Context: an optimization exercise on an open-source flow, tuned for small area and few clock cycles. The choices shown serve that exercise and are no tape-out recipe.
Only simulation tests tie the RTL to the original design; equivalence was not proved.
No activity file was given, so power comes from the tool's default toggle rates.

===== flow/design.v =====
package core_pkg;
    typedef logic [31:0] word_t;
    typedef logic [4:0]  reg_addr_t;
    typedef enum logic [3:0] {
        ALU_ADD,
        ALU_SUB,
        ALU_AND,
        ALU_OR,
        ALU_XOR,
        ALU_SLT,
        ALU_SLTU,
        ALU_SLL,
        ALU_SRL,
        ALU_SRA
    } alu_op_t;
    typedef enum logic [1:0] {
        FWD_RF  = 2'd0,
        FWD_MEM = 2'd1,
        FWD_WB  = 2'd2
    } fwd_sel_t;
    localparam logic [6:0] OPC_OP     = 7'b0110011;
    localparam logic [6:0] OPC_OP_IMM = 7'b0010011;
    localparam logic [6:0] OPC_LUI    = 7'b0110111;
    localparam logic [6:0] OPC_LOAD   = 7'b0000011;
    localparam logic [6:0] OPC_STORE  = 7'b0100011;
    localparam logic [6:0] OPC_SYSTEM = 7'b1110011;
    localparam logic [2:0] F3_ADD_SUB = 3'b000;
    localparam logic [2:0] F3_SLL     = 3'b001;
    localparam logic [2:0] F3_SLT     = 3'b010;
    localparam logic [2:0] F3_SLTU    = 3'b011;
    localparam logic [2:0] F3_XOR     = 3'b100;
    localparam logic [2:0] F3_SRL_SRA = 3'b101;
    localparam logic [2:0] F3_OR      = 3'b110;
    localparam logic [2:0] F3_AND     = 3'b111;
    localparam logic [2:0] F3_WORD    = 3'b010;
    localparam word_t INST_EBREAK = 32'h0010_0073;
    localparam word_t NOP_INST    = 32'h0000_0013;
endpackage
`timescale 1ns/1ps
module inst_decoder (
    input  core_pkg::word_t     i_inst,
    output core_pkg::reg_addr_t o_rs1,
    output core_pkg::reg_addr_t o_rs2,
    output core_pkg::reg_addr_t o_rd,
    output logic      o_uses_rs1,
    output logic      o_uses_rs2,
    output logic      o_reg_write,
    output logic      o_imm_src,
    output logic      o_is_lui,
    output logic      o_mem_read,
    output logic      o_mem_write,
    output logic      o_halt,
    output core_pkg::word_t     o_imm,
    output core_pkg::alu_op_t   o_alu_op
);
    logic [6:0] opcode;
    logic [2:0] funct3;
    logic       funct7_b5;
    logic       write_rd;
    logic       read_rs1;
    logic       read_rs2;
    core_pkg::word_t      imm_i;
    core_pkg::word_t      imm_s;
    core_pkg::word_t      imm_u;
    function automatic core_pkg::alu_op_t alu_sel(input logic [2:0] f3, input logic alt);
        case (f3)
            core_pkg::F3_ADD_SUB: alu_sel = alt ? core_pkg::ALU_SUB : core_pkg::ALU_ADD;
            core_pkg::F3_SLL:     alu_sel = core_pkg::ALU_SLL;
            core_pkg::F3_SLT:     alu_sel = core_pkg::ALU_SLT;
            core_pkg::F3_SLTU:    alu_sel = core_pkg::ALU_SLTU;
            core_pkg::F3_XOR:     alu_sel = core_pkg::ALU_XOR;
            core_pkg::F3_SRL_SRA: alu_sel = alt ? core_pkg::ALU_SRA : core_pkg::ALU_SRL;
            core_pkg::F3_OR:      alu_sel = core_pkg::ALU_OR;
            default:    alu_sel = core_pkg::ALU_AND;
        endcase
    endfunction
    assign opcode    = i_inst[6:0];
    assign funct3    = i_inst[14:12];
    assign funct7_b5 = i_inst[30];
    assign o_rs1     = i_inst[19:15];
    assign o_rs2     = i_inst[24:20];
    assign o_rd      = i_inst[11:7];
    assign imm_i = {{20{i_inst[31]}}, i_inst[31:20]};
    assign imm_s = {{20{i_inst[31]}}, i_inst[31:25], i_inst[11:7]};
    assign imm_u = {i_inst[31:12], 12'd0};
    always_comb begin
        write_rd    = 1'b0;
        read_rs1    = 1'b0;
        read_rs2    = 1'b0;
        o_imm_src   = 1'b0;
        o_is_lui    = 1'b0;
        o_mem_read  = 1'b0;
        o_mem_write = 1'b0;
        o_halt      = 1'b0;
        o_imm       = imm_i;
        o_alu_op    = core_pkg::ALU_ADD;
        case (opcode)
            core_pkg::OPC_OP: begin
                write_rd = 1'b1;
                read_rs1 = 1'b1;
                read_rs2 = 1'b1;
                o_alu_op = alu_sel(funct3, funct7_b5);
            end
            core_pkg::OPC_OP_IMM: begin
                write_rd  = 1'b1;
                read_rs1  = 1'b1;
                o_imm_src = 1'b1;
                o_alu_op  = alu_sel(funct3, (funct3 == core_pkg::F3_SRL_SRA) && funct7_b5);
            end
            core_pkg::OPC_LUI: begin
                write_rd  = 1'b1;
                o_imm_src = 1'b1;
                o_is_lui  = 1'b1;
                o_imm     = imm_u;
            end
            core_pkg::OPC_LOAD: begin
                if (funct3 == core_pkg::F3_WORD) begin
                    write_rd   = 1'b1;
                    read_rs1   = 1'b1;
                    o_imm_src  = 1'b1;
                    o_mem_read = 1'b1;
                end
            end
            core_pkg::OPC_STORE: begin
                if (funct3 == core_pkg::F3_WORD) begin
                    read_rs1    = 1'b1;
                    read_rs2    = 1'b1;
                    o_imm_src   = 1'b1;
                    o_mem_write = 1'b1;
                    o_imm       = imm_s;
                end
            end
            core_pkg::OPC_SYSTEM: o_halt = (i_inst == core_pkg::INST_EBREAK);
            default: ;
        endcase
    end
    assign o_reg_write = write_rd && (o_rd != '0);
    assign o_uses_rs1  = read_rs1 && (o_rs1 != '0);
    assign o_uses_rs2  = read_rs2 && (o_rs2 != '0);
endmodule
`timescale 1ns/1ps
module reg_file (
    input  logic      i_clk,
    input  logic      i_rst,
    input  core_pkg::reg_addr_t i_rs1_raddr,
    input  core_pkg::reg_addr_t i_rs2_raddr,
    input  core_pkg::reg_addr_t i_rd_waddr,
    input  logic      i_rd_wen,
    input  core_pkg::word_t     i_rd_wdata,
    output core_pkg::word_t     o_rs1_rdata,
    output core_pkg::word_t     o_rs2_rdata
);
    core_pkg::word_t regs [1:31];
    function automatic core_pkg::word_t read_port(input core_pkg::reg_addr_t raddr);
        if (raddr == '0)
            read_port = '0;
        else if (i_rd_wen && (i_rd_waddr == raddr))
            read_port = i_rd_wdata;
        else
            read_port = regs[raddr];
    endfunction
    always_ff @(posedge i_clk) begin
        if (i_rst) begin
            for (int i = 1; i < 32; i++)
                regs[i] <= '0;
        end else if (i_rd_wen && (i_rd_waddr != '0)) begin
            regs[i_rd_waddr] <= i_rd_wdata;
        end
    end
    always_comb begin
        o_rs1_rdata = read_port(i_rs1_raddr);
        o_rs2_rdata = read_port(i_rs2_raddr);
    end
endmodule
`timescale 1ns/1ps
module alu (
    input  core_pkg::word_t   i_op1,
    input  core_pkg::word_t   i_op2,
    input  core_pkg::alu_op_t i_op,
    output core_pkg::word_t   o_result
);
    logic [4:0] shamt;
    logic       lt_signed;
    logic       lt_unsigned;
    assign shamt       = i_op2[4:0];
    assign lt_signed   = $signed(i_op1) < $signed(i_op2);
    assign lt_unsigned = i_op1 < i_op2;
    always_comb begin
        case (i_op)
            core_pkg::ALU_ADD:  o_result = i_op1 + i_op2;
            core_pkg::ALU_SUB:  o_result = i_op1 - i_op2;
            core_pkg::ALU_AND:  o_result = i_op1 & i_op2;
            core_pkg::ALU_OR:   o_result = i_op1 | i_op2;
            core_pkg::ALU_XOR:  o_result = i_op1 ^ i_op2;
            core_pkg::ALU_SLT:  o_result = {31'd0, lt_signed};
            core_pkg::ALU_SLTU: o_result = {31'd0, lt_unsigned};
            core_pkg::ALU_SLL:  o_result = i_op1 << shamt;
            core_pkg::ALU_SRL:  o_result = i_op1 >> shamt;
            core_pkg::ALU_SRA:  o_result = core_pkg::word_t'($signed(i_op1) >>> shamt);
            default:  o_result = '0;
        endcase
    end
endmodule
`timescale 1ns/1ps
module hazard_unit (
    input  core_pkg::reg_addr_t i_id_rs1,
    input  core_pkg::reg_addr_t i_id_rs2,
    input  logic      i_id_uses_rs1,
    input  logic      i_id_uses_rs2,
    input  core_pkg::reg_addr_t i_ex_rd,
    input  core_pkg::reg_addr_t i_ex_rs1,
    input  core_pkg::reg_addr_t i_ex_rs2,
    input  logic      i_ex_mem_read,
    input  logic      i_ex_valid,
    input  core_pkg::reg_addr_t i_mem_rd,
    input  core_pkg::reg_addr_t i_wb_rd,
    input  logic      i_mem_reg_write,
    input  logic      i_wb_reg_write,
    output logic      o_stall,
    output core_pkg::fwd_sel_t  o_fwd_a,
    output core_pkg::fwd_sel_t  o_fwd_b
);
    logic rs1_hit;
    logic rs2_hit;
    assign rs1_hit = i_id_uses_rs1 && (i_id_rs1 == i_ex_rd);
    assign rs2_hit = i_id_uses_rs2 && (i_id_rs2 == i_ex_rd);
    assign o_stall = i_ex_valid && i_ex_mem_read && (rs1_hit || rs2_hit);
    always_comb begin
        o_fwd_a = core_pkg::FWD_RF;
        if (i_mem_reg_write && (i_mem_rd == i_ex_rs1))
            o_fwd_a = core_pkg::FWD_MEM;
        else if (i_wb_reg_write && (i_wb_rd == i_ex_rs1))
            o_fwd_a = core_pkg::FWD_WB;
    end
    always_comb begin
        o_fwd_b = core_pkg::FWD_RF;
        if (i_mem_reg_write && (i_mem_rd == i_ex_rs2))
            o_fwd_b = core_pkg::FWD_MEM;
        else if (i_wb_reg_write && (i_wb_rd == i_ex_rs2))
            o_fwd_b = core_pkg::FWD_WB;
    end
endmodule
`timescale 1ns/1ps
module core_top #(
    parameter core_pkg::word_t RESET_ADDR = 32'h0000_0000
) (
    input  logic       i_clk,
    input  logic       i_rst,
    output core_pkg::word_t      o_imem_raddr,
    input  core_pkg::word_t      i_imem_rdata,
    output core_pkg::word_t      o_dmem_addr,
    output logic       o_dmem_ren,
    output logic       o_dmem_wen,
    output core_pkg::word_t      o_dmem_wdata,
    output logic [3:0] o_dmem_mask,
    input  core_pkg::word_t      i_dmem_rdata,
    output logic       o_retire_valid,
    output logic       o_retire_halt,
    output core_pkg::word_t      o_retire_inst,
    output core_pkg::word_t      o_retire_pc,
    output core_pkg::reg_addr_t  o_retire_rd_waddr,
    output core_pkg::word_t      o_retire_rd_wdata
);
    core_pkg::word_t     pc_q;
    logic      fetch_valid, halted_q, fetch_stop, fetch_adv;
    core_pkg::word_t     id_pc, id_inst, id_imm, id_rs1_data, id_rs2_data;
    core_pkg::reg_addr_t id_rs1, id_rs2, id_rd;
    logic      id_valid, id_issue, id_uses_rs1, id_uses_rs2, id_reg_write, id_imm_src;
    logic      id_is_lui, id_mem_read, id_mem_write, id_halt, stall;
    core_pkg::alu_op_t   id_alu_op;
    core_pkg::word_t     ex_pc, ex_inst, ex_imm, ex_rs1_data, ex_rs2_data;
    core_pkg::word_t     ex_op_a, ex_op_b, ex_alu_in1, ex_alu_in2, ex_alu_result;
    core_pkg::reg_addr_t ex_rs1, ex_rs2, ex_rd;
    logic      ex_valid, ex_reg_write, ex_imm_src, ex_is_lui, ex_mem_read;
    logic      ex_mem_write, ex_halt;
    core_pkg::alu_op_t   ex_alu_op;
    core_pkg::fwd_sel_t  fwd_a, fwd_b;
    core_pkg::word_t     mem_pc, mem_inst, mem_alu_result, mem_store_data;
    core_pkg::reg_addr_t mem_rd;
    logic      mem_valid, mem_reg_write, mem_mem_read, mem_mem_write, mem_halt;
    core_pkg::word_t     wb_pc, wb_inst, wb_alu_result, wb_rd_wdata;
    core_pkg::reg_addr_t wb_rd;
    logic      wb_valid, wb_reg_write, wb_mem_read, wb_halt;
    function automatic core_pkg::word_t fwd_mux(
        input core_pkg::fwd_sel_t sel,
        input core_pkg::word_t    rf_data,
        input core_pkg::word_t    mem_data,
        input core_pkg::word_t    wb_data
    );
        case (sel)
            core_pkg::FWD_MEM: fwd_mux = mem_data;
            core_pkg::FWD_WB:  fwd_mux = wb_data;
            default: fwd_mux = rf_data;
        endcase
    endfunction
    assign fetch_stop   = halted_q || (id_valid && id_halt);
    assign fetch_adv    = fetch_valid && !stall && !fetch_stop;
    assign o_imem_raddr = fetch_adv ? pc_q + 32'd4 : pc_q;
    inst_decoder u_decoder (
        .i_inst(id_inst), .o_rs1(id_rs1), .o_rs2(id_rs2), .o_rd(id_rd),
        .o_uses_rs1(id_uses_rs1), .o_uses_rs2(id_uses_rs2),
        .o_reg_write(id_reg_write), .o_imm_src(id_imm_src), .o_is_lui(id_is_lui),
        .o_mem_read(id_mem_read), .o_mem_write(id_mem_write), .o_halt(id_halt),
        .o_imm(id_imm), .o_alu_op(id_alu_op)
    );
    reg_file u_reg_file (
        .i_clk(i_clk), .i_rst(i_rst),
        .i_rs1_raddr(id_rs1), .i_rs2_raddr(id_rs2),
        .i_rd_waddr(wb_rd), .i_rd_wen(wb_reg_write), .i_rd_wdata(wb_rd_wdata),
        .o_rs1_rdata(id_rs1_data), .o_rs2_rdata(id_rs2_data)
    );
    hazard_unit u_hazard (
        .i_id_rs1(id_rs1), .i_id_rs2(id_rs2),
        .i_id_uses_rs1(id_uses_rs1), .i_id_uses_rs2(id_uses_rs2),
        .i_ex_rd(ex_rd), .i_ex_rs1(ex_rs1), .i_ex_rs2(ex_rs2),
        .i_ex_mem_read(ex_mem_read), .i_ex_valid(ex_valid),
        .i_mem_rd(mem_rd), .i_wb_rd(wb_rd),
        .i_mem_reg_write(mem_reg_write), .i_wb_reg_write(wb_reg_write),
        .o_stall(stall), .o_fwd_a(fwd_a), .o_fwd_b(fwd_b)
    );
    assign id_issue = id_valid && !stall;
    assign ex_op_a    = fwd_mux(fwd_a, ex_rs1_data, mem_alu_result, wb_rd_wdata);
    assign ex_op_b    = fwd_mux(fwd_b, ex_rs2_data, mem_alu_result, wb_rd_wdata);
    assign ex_alu_in1 = ex_is_lui ? '0 : ex_op_a;
    assign ex_alu_in2 = ex_imm_src ? ex_imm : ex_op_b;
    alu u_alu (
        .i_op1(ex_alu_in1), .i_op2(ex_alu_in2), .i_op(ex_alu_op),
        .o_result(ex_alu_result)
    );
    assign o_dmem_addr  = {mem_alu_result[31:2], 2'b00};
    assign o_dmem_ren   = mem_mem_read;
    assign o_dmem_wen   = mem_mem_write;
    assign o_dmem_wdata = mem_store_data;
    assign o_dmem_mask  = 4'b1111;
    assign wb_rd_wdata = wb_mem_read ? i_dmem_rdata : wb_alu_result;
    assign o_retire_valid    = wb_valid;
    assign o_retire_halt     = wb_halt;
    assign o_retire_inst     = wb_inst;
    assign o_retire_pc       = wb_pc;
    assign o_retire_rd_waddr = wb_reg_write ? wb_rd : '0;
    assign o_retire_rd_wdata = wb_rd_wdata;
    always_ff @(posedge i_clk) begin
        if (i_rst) begin
            pc_q <= RESET_ADDR;
            {fetch_valid, halted_q, id_valid} <= '0;
            {ex_valid, ex_reg_write, ex_mem_read, ex_mem_write, ex_halt} <= '0;
            {mem_valid, mem_reg_write, mem_mem_read, mem_mem_write, mem_halt} <= '0;
            {wb_valid, wb_reg_write, wb_mem_read, wb_halt} <= '0;
        end else begin
            fetch_valid <= !fetch_stop;
            halted_q    <= fetch_stop;
            if (fetch_adv)
                pc_q <= pc_q + 32'd4;
            if (!stall)
                id_valid <= fetch_valid && !fetch_stop;
            ex_valid      <= id_issue;
            ex_reg_write  <= id_issue && id_reg_write;
            ex_mem_read   <= id_issue && id_mem_read;
            ex_mem_write  <= id_issue && id_mem_write;
            ex_halt       <= id_issue && id_halt;
            mem_valid     <= ex_valid;
            mem_reg_write <= ex_reg_write;
            mem_mem_read  <= ex_mem_read;
            mem_mem_write <= ex_mem_write;
            mem_halt      <= ex_halt;
            wb_valid      <= mem_valid;
            wb_reg_write  <= mem_reg_write;
            wb_mem_read   <= mem_mem_read;
            wb_halt       <= mem_halt;
        end
    end
    always_ff @(posedge i_clk) begin
        if (!stall) begin
            id_pc   <= pc_q;
            id_inst <= (fetch_valid && !fetch_stop) ? i_imem_rdata : core_pkg::NOP_INST;
        end
        ex_pc          <= id_pc;
        ex_inst        <= id_issue ? id_inst : core_pkg::NOP_INST;
        ex_imm         <= id_imm;
        ex_rs1_data    <= id_rs1_data;
        ex_rs2_data    <= id_rs2_data;
        ex_rs1         <= id_rs1;
        ex_rs2         <= id_rs2;
        ex_rd          <= id_rd;
        ex_imm_src     <= id_imm_src;
        ex_is_lui      <= id_is_lui;
        ex_alu_op      <= id_alu_op;
        mem_pc         <= ex_pc;
        mem_inst       <= ex_inst;
        mem_rd         <= ex_rd;
        mem_alu_result <= ex_alu_result;
        mem_store_data <= ex_op_b;
        wb_pc          <= mem_pc;
        wb_inst        <= mem_inst;
        wb_rd          <= mem_rd;
        wb_alu_result  <= mem_alu_result;
    end
endmodule

===== flow/run.sh =====
#!/bin/bash
# synth_recipe.tcl (not shown) runs the flow's synth.tcl, then flattens the netlist and writes it again
# the make line also repeats each setting of config.mk as NAME=value (left out here)
make -C /OpenROAD-flow-scripts/flow DESIGN_CONFIG=/design/flow/config.mk WORK_HOME=/design/flow/orfs CLKGATE_MAP_FILE= SYNTH_SCRIPT=/design/flow/synth_recipe.tcl finish

===== flow/config.mk =====
export PLATFORM = sky130hd
export DESIGN_NAME = core_top
export DESIGN_NICKNAME = core_top
export VERILOG_FILES = /design/flow/design.v
export SDC_FILE = /design/flow/constraint.sdc
export NUM_CORES = 4
export LEC_CHECK = 0
export CAP_MARGIN = 20
export CORE_MARGIN = 2
export CORE_UTILIZATION = 40
export SLEW_MARGIN = 20

===== flow/constraint.sdc =====
create_clock -name core_clock -period 8.0 [get_ports {i_clk}]
set_input_delay 1.6000 -clock core_clock [delete_from_list [all_inputs] [get_ports {i_clk}]]
set_output_delay 1.6000 -clock core_clock [all_outputs]
set_load 0.01 [all_outputs]

==> summary.txt <==
==> report_power, final <==
part | internal (mW) | leakage [nW] | switching, mW
combinational | 2.07 | 14.0 | 4.22
sequential | 9.12 | 15.1 | 0.629
clock | 4.44 | 2.70 | 3.46
==> final cells by class <==
class	count	area, um^2
diodes	7	17.5
clock inverters	87	936
multi-input cells	3745	33200
inverters	135	507
flip-flops and latches	1552	42000
well taps	2526	3160
repair buffers	485	4370
clock buffers	226	4640
fillers	17000	103000
==> per-stage QoR <==
step / setup WS (ns) / cell area (um^2) / power [mW]
after floorplan: 1.80 / 77300 / 12.9
after global placement: 0.928 / 83200 / 15.9
after detailed placement: 1.19 / 83200 / 16.0
after CTS: 1.32 / 88800 / 23.8
after global routing: 1.10 / 88800 / 24.5
final: 1.33 / 88800 / 23.9
==> metal layers <==
metal  up-vias  wire, um  GRT usage
li1      22600         -          -
met1     28500    109000      0.384
met2      3978    141000      0.475
met3       860     35300     0.0794
met4        10     23700      0.205
met5         -        67          0
==> critical path, delay by kind of cell (launching register included) <==
family                    cells  cell delay [ns]
AOI/OAI and AO/OA             2             0.44
buffers and inverters         1             0.56
DFF                           1             0.62
xor gates and xnor gates      1             0.18
and+or+nand+nor               7             2.44
==> final timing paths <==
| path | endpoint | from |
|---|---|---|
| setup / recovery | o_imem_raddr[29] | id_inst[23]$_SDFFCE_PN0N_ |
| hold / removal | wb_pc[21]$_DFF_P_ | mem_pc[21]$_DFF_P_ |
| setup reg to reg | mem_alu_result[31]$_DFF_P_ | wb_rd[2]$_DFF_P_ |
| hold reg to reg | wb_pc[21]$_DFF_P_ | mem_pc[21]$_DFF_P_ |
==> sequential cells by signal (all words and copies together) (netlist names), 4 cells and up, named ones only <==
name / cells
ex_inst: 32
wb_alu_result: 32
ex_rs1: 5
mem_rd: 5
ex_imm: 32
wb_pc: 30
u_reg_file.regs: 1024
ex_rd: 5
id_pc: 30
pc_q: 30
mem_alu_result: 32
ex_rs1_data: 32
wb_rd: 5
ex_rs2: 5
ex_alu_op: 4
ex_rs2_data: 32
wb_inst: 32
mem_pc: 30
mem_inst: 32
ex_pc: 30
mem_store_data: 32
id_inst: 32
==> synth_stat cells, types with 26 or more instances <==
cell type     n  share of area
a211o_1      35         0.0040
a211oi_1    155          0.015
a21o_1       39         0.0038
a21oi_1     165          0.011
and2_1       57         0.0046
and3_1       49         0.0040
buf_1        67         0.0033
buf_2        26         0.0017
buf_4        49         0.0048
clkbuf_1    431          0.021
dfxtp_1     466           0.12
edfxtp_1   1086           0.42
ha_1        100          0.016
inv_1       131         0.0064
mux2_2       65         0.0095
mux2i_1     124          0.016
mux4_2      649           0.19
nand2_1     278          0.014
nand2b_1     48         0.0039
nand3_1      43         0.0028
nor2_1     1141          0.056
nor2b_1     119         0.0097
nor3_1       44         0.0029
o21ai_0     149         0.0097
xnor2_1      53         0.0060
xor2_1       36         0.0041
==> cells by family after synthesis <==
kind of cell    count (synthesis)  synth area share
fa+ha+maj                     102            0.0167
mux                           841             0.216
simple gates                 1867             0.105
buf+inv                       710            0.0376
compound gates                804            0.0710
flops                        1552             0.544
xor+xnor                       89            0.0101
other cells                     2         0.0000974
==> metrics.cfg <==
[global_routing]
antenna_found_initial = 20
overflow = 0
grt_use_total = 0.308
grt_pass1_vias = 54400
grt_pass1_wl_mm = 425
grt_max_degree = 106

[clock_tree]
clk_latency_ns = 0.85
holdBufCountCts = 0
postCtsSetupRepairBufs = 0
clock-root-buffer = clkbuf_16
cts_tree = built
clk_path_buf_depth = 3
cts_buffers = 168
cts.sinks = 1552
path_clk_slew_ns = 0.06
cts_max_level = 4
post_cts_resized = 0

[sta]
clock_skew_ns = 0.0588
tns_ns = 0
tightestPinTransition_ns = 1.28
hold_ws_ns = 0.294
relSlewSlack = 0.136
timing.final.crit_share = 0.833
rsz0062_at_grt = false
slew_violations = 0
fmax_ghz = 0.150
setup_viol = 0
fin_crit_ns = 6.67
hold_viol_final = 0

[detailed_routing]
via_count = 55900
ant_nets = 0
dr.first_iter.drc_count = 8250
routedWlPerCell_um = 35.2
drc_errors = 0
via_per_inst = 6.38
first_pass_iters = 6
routed_wl_mm = 309

[hold_path]
hold_depth = 0
min_path_type = reg -> reg

[synthesis]
syn_area_per_cell_um2 = 12.9
netlist_instances = 5967
synth_ff_type = edfxtp_1
ys_seq_area_frac = 0.544
ys_seq_elements = 1552
syn_area_um2 = 77100
yosysWarnings = 5
synthArstFlopShare = 0
synth_edf_count = 1086
ys_types = 92

[finish]
final_cell_mix = nor2_1, edfxtp_1, mux4_2
layout.cells.non_filler = 8763
layout_commonest_cell = nor2_1
area_growth_pct = 15.2
layout-drive-gt1-share = 0.218
final_nets = 6255
final_core_util = 0.463

[critical_path]
startpoint_type = register
slowest_stage = or4_1
worstPathArrival_ns = 5.07
worstPathMaxFanout = 8
rrSetupSlack_ns = 1.40
crit_type = reg -> out
crit_chain = or4_1 > nand2_1 > a2111oi_1 > o21a_1 > nor4_2 > and3_1 > and2b_1 > and2_1 > and3_1 > xor2_1 > clkdlybuf4s50_1
cpPeakStageDelay_ns = 0.71
cp.required_ns = 6.40
ff2ff_path_depth = 19
crit_top_cell = and3_1
cp-end-kind = output port

[floorplanning]
num_rows = 161
die_area_um2 = 196000
die_y_um = 443
core-area_um2 = 192000
initial_core_util = 0.402
die_w_um = 443
pin_count = 271

[placement]
io_buffers = 260
dpl.hpwl_mm = 200
dp_cells = 8443
gp_congestion = 1.04

[pwr]
p_leak_nw = 31.9
max-vdd-ir-drop_v = 0.000225
power_density_nw_per_um2 = 270

[run_status]
status = complete, no violations

[flow_run]
maxCapViolations = 0

Testbench counts, summed over its fixed seeds: cycles 9,850.

## afterwards: timing with drivers on the ports
The results above use ideal ports. As a check the final layout listed here was re-extracted and re-timed, cells and wires unchanged. Step 1 assumes that a clkbuf_16 drives the clock port and a buf_2 every other input. Step 2, shift: input delay + t, output delay - t, t = (earliest + latest rising clock arrival at the registers) / 2. This alone moves slack from input paths to output paths. a / b / c = no drivers / after step 1 / after step 2; a / b = the first two.
shift t [ns]: 0.908
slack for setup (ns): 1.334 / 1.251 / 1.041
latest minus earliest clock arrival (ns): 0.076 / 0.076
After both steps this run still meets setup and hold. The setup slack of this run moves by -0.083 ns with the drivers and by -0.293 ns with both steps.
